This is an optimization exercise on Yosys and OpenROAD, whose aim is small area, not a production implementation.
In this exercise RTL edits were held to simulation tests only and were not proved equivalent to the original.
Power figures rest on the tool's default switching activity, not on a simulated workload.

Setup of north:
// cpu_top
module cpu_top (
    input  logic        clk,
    input  logic        reset,
    input  logic        i_imem_we,
    input  logic [3:0]  i_imem_addr,
    input  logic [15:0] i_imem_data,
    input  logic        i_hazard,
    input  logic        i_flush_req,
    input  logic        i_lock_req,
    input  logic        i_unlock_req,
    input  logic        i_auth_valid,
    output logic [3:0]  o_pc,
    output logic [1:0]  o_state,
    output logic        o_wb_valid,
    output logic [2:0]  o_wb_addr,
    output logic [3:0]  o_wb_data
);
For scale: ~1200 cells after synthesis, roughly 42 I/O pins, roughly 0.014 mm2 of cells after synthesis.
Settings: LEC_CHECK=0, CAP_MARGIN=20, CORE_MARGIN=2, CORE_UTILIZATION=40, SLEW_MARGIN=20; clock period 5.0 ns.
standard.sh (not shown) runs the stock make flow with config.mk's settings and CLKGATE_MAP_FILE= SYNTH_SCRIPT=/design/flow/synth_recipe.tcl, a recipe that flattens the netlist after the stock synthesis.
==> flow/flow/run.sh <==
#!/bin/bash
# The standard layout (standard.sh), with three changes:
#  - synthesis maps logic with an area-oriented abc script (flow/synth.tcl);
#  - ports are buffered with the smallest buffer;
#  - the clock tree uses small buffers and no dummy loads.
# The whole run's output goes to flow_run.log here, each tool's to orfs/logs.
set -euo pipefail
export FLOW_WORK_DIR=$PWD
export FLOW_FLOW_DIR=$PWD/flow
export BUFFER_PORTS_ARGS="-buffer_cell sky130_fd_sc_hd__buf_1"
export CTS_ARGS="-sink_clustering_enable -repair_clock_nets -dont_use_dummy_load -buf_list sky130_fd_sc_hd__clkbuf_4"
sed "s#SYNTH_SCRIPT=[^ ]*#SYNTH_SCRIPT=$PWD/flow/synth.tcl#" standard.sh > my_standard.sh
grep -q "SYNTH_SCRIPT=$PWD/flow/synth.tcl" my_standard.sh
bash my_standard.sh > flow_run.log 2>&1
mkdir -p logs
cp -r orfs/logs/. logs/ 2>/dev/null || true
==> flow/flow/area.abc <==
strash
&get -n
&synch2
&syn2
&synch2
&put
dch -f
amap
topo
==> flow/flow/synth.tcl <==
# The standard flow's synthesis script unchanged, with abc's mapping script replaced by
# an area-oriented one (flow/area.abc). abc maps only combinational logic.
proc abc {args} {
  set i [lsearch $args -script]
  if {$i >= 0} { lset args [expr {$i + 1}] $::env(FLOW_FLOW_DIR)/area.abc }
  yosys abc {*}$args
}
source $::env(FLOW_WORK_DIR)/synth_recipe.tcl
Here is what was changed in the inputs of south compared with north.
# north
export LEC_CHECK = 0
export CAP_MARGIN = 20
export CORE_MARGIN = 2
export CORE_UTILIZATION = 40
export SLEW_MARGIN = 20
create_clock -name core_clock -period 5.0 [get_ports {clk}]
# south
export LEC_CHECK = 0
export CAP_MARGIN = 20
export CORE_MARGIN = 2
export CORE_UTILIZATION = 70
export PLACE_DENSITY = 0.8
export SLEW_MARGIN = 20
create_clock -name core_clock -period 5.0 [get_ports {clk}]
==> flow/flow/run.sh <==
#!/bin/bash
# The standard layout, with small port buffers and a clock tree of small
# buffers without dummy loads. Each tool's output goes to the ORFS logs under
# orfs/logs and the whole run's output to flow_run.log here.
set -euo pipefail
export BUFFER_PORTS_ARGS="-buffer_cell sky130_fd_sc_hd__buf_1"
export CTS_ARGS="-sink_clustering_enable -repair_clock_nets -dont_use_dummy_load -buf_list sky130_fd_sc_hd__clkbuf_4"
bash standard.sh > flow_run.log 2>&1
mkdir -p logs
cp -r orfs/logs/. logs/ 2>/dev/null || true
removed: flow/flow/area.abc
removed: flow/flow/synth.tcl
Results
south vs. north: area of the mapped netlist moved up, area share of and/or/nand/nor cells after synthesis picked up an extra 1.1 points, design area moved up.
south: maximum number of pins on one net before global-route repair higher than north
Sort south and north by clock share of power asc -> top: north
south -> north: count of cells resized by post-cts repair delta 0, exact match
Sequential share of layout area, south and north: higher on north
Input changes introduced in east (baseline for comparison: south):
# south
export LEC_CHECK = 0
export CAP_MARGIN = 20
export CORE_MARGIN = 2
export CORE_UTILIZATION = 70
export PLACE_DENSITY = 0.8
export SLEW_MARGIN = 20
create_clock -name core_clock -period 5.0 [get_ports {clk}]
# east
export LEC_CHECK = 0
export CAP_MARGIN = 20
export CORE_MARGIN = 2
export CORE_UTILIZATION = 40
export GPL_TIMING_DRIVEN = 0
export SLEW_MARGIN = 20
create_clock -name core_clock -period 5.0 [get_ports {clk}]
==> flow/flow/run.sh <==
#!/bin/bash
# The standard layout (standard.sh), with three changes:
#  - synthesis maps logic with an area-oriented abc script (flow/synth.tcl);
#  - ports are buffered with the smallest buffer;
#  - the clock tree uses small buffers and no dummy loads.
# The whole run's output goes to flow_run.log here, each tool's to orfs/logs.
set -euo pipefail
export FLOW_WORK_DIR=$PWD
export FLOW_FLOW_DIR=$PWD/flow
export BUFFER_PORTS_ARGS="-buffer_cell sky130_fd_sc_hd__buf_1"
export CTS_ARGS="-sink_clustering_enable -repair_clock_nets -dont_use_dummy_load -buf_list sky130_fd_sc_hd__clkbuf_4 -sink_clustering_size 8 -sink_clustering_max_diameter 50"
sed "s#SYNTH_SCRIPT=[^ ]*#SYNTH_SCRIPT=$PWD/flow/synth.tcl#" standard.sh > my_standard.sh
grep -q "SYNTH_SCRIPT=$PWD/flow/synth.tcl" my_standard.sh
bash my_standard.sh > flow_run.log 2>&1
mkdir -p logs
cp -r orfs/logs/. logs/ 2>/dev/null || true
==> flow/flow/area.abc (new file) <==
strash
&get -n
&synch2
&syn2
&synch2
&put
dch -f
amap
topo
==> flow/flow/synth.tcl (new file) <==
# The standard flow's synthesis script unchanged, with abc's mapping script replaced by
# an area-oriented one (flow/area.abc). abc maps only combinational logic.
proc abc {args} {
  set i [lsearch $args -script]
  if {$i >= 0} { lset args [expr {$i + 1}] $::env(FLOW_FLOW_DIR)/area.abc }
  yosys abc {*}$args
}
source $::env(FLOW_WORK_DIR)/synth_recipe.tcl
Findings:
Delta (east minus south): met2 track demand over resource in global routing -16 points; parity-gate share of the synthesized area counting xor and xnor cells -0.84 points; clock skew after layout +0.052 ns.
The following lists how west was set up differently from east:
# east
export LEC_CHECK = 0
export CAP_MARGIN = 20
export CORE_MARGIN = 2
export CORE_UTILIZATION = 40
export GPL_TIMING_DRIVEN = 0
export SLEW_MARGIN = 20
create_clock -name core_clock -period 5.0 [get_ports {clk}]
# west
export LEC_CHECK = 0
export CAP_MARGIN = 20
export CORE_MARGIN = 2
export CORE_UTILIZATION = 40
export SLEW_MARGIN = 20
create_clock -name core_clock -period 5.0 [get_ports {clk}]
==> flow/run.sh (new file) <==
#!/bin/bash
# synth_recipe.tcl (not shown) runs the flow's synth.tcl, then flattens the netlist and writes it again
# the make line also repeats each setting of config.mk as NAME=value (left out here)
make -C /OpenROAD-flow-scripts/flow DESIGN_CONFIG=/design/flow/config.mk WORK_HOME=/design/flow/orfs CLKGATE_MAP_FILE= SYNTH_SCRIPT=/design/flow/synth_recipe.tcl finish
removed: flow/flow/run.sh
removed: flow/flow/area.abc
removed: flow/flow/synth.tcl
removed: flow/standard.sh
==> comparison <==
- west completed end to end with timing, DRC and antenna clean.
- Going from east to west, final area rose by 11%, first-iteration DRC count fell by 8, total area of multi-input combinational cells rose by 22%, die footprint rose by 0.0028 mm2, initial cell density of the core fell by 0.26 points.
- west: data required time of the critical path 0.19 ns below east
- Timing endpoint of the critical path = i_fetch.pc[2]: west; timing endpoint of the critical path = i_fetch.pc[3]: east
- Between west and east, the difference in total power consumption of the routed design is negligible.

[port drivers added, routing unchanged]
The results above use ideal ports. As a check the final layouts listed here were re-extracted and re-timed, cells and wires unchanged. Step 1: set_driving_cell puts a clkbuf_16 on clk and a buf_2 on each other input, an assumption about the parent block. Step 2 adds t to the input delays and takes it off the output delays; t is the mean of the earliest and latest rising clock arrival at the registers after step 1. Input paths then give back, and output paths get back, about the clock's delay inside the block. a / b / c = no drivers / after step 1 / after step 2; a / b = the first two.
run	t, ns	setup WS [ns]	hold slack, ns	worst register clock-pin slew, ns	worst slew at a driven data input, ns
north	0.790	0.557 / 0.557 / 0.557	0.403 / 0.380 / 0.410	0.07 / 0.07	0.03
south	0.716	0.673 / 0.673 / 0.673	0.399 / 0.399 / 0.399	0.07 / 0.07	0.05
east	0.733	0.300 / 0.300 / 0.300	0.217 / 0.197 / 0.421	0.10 / 0.10	0.03
west	0.575	0.649 / 0.649 / 0.649	0.382 / 0.382 / 0.382	0.06 / 0.06	0.03
After both steps setup and hold are still met in every run listed.
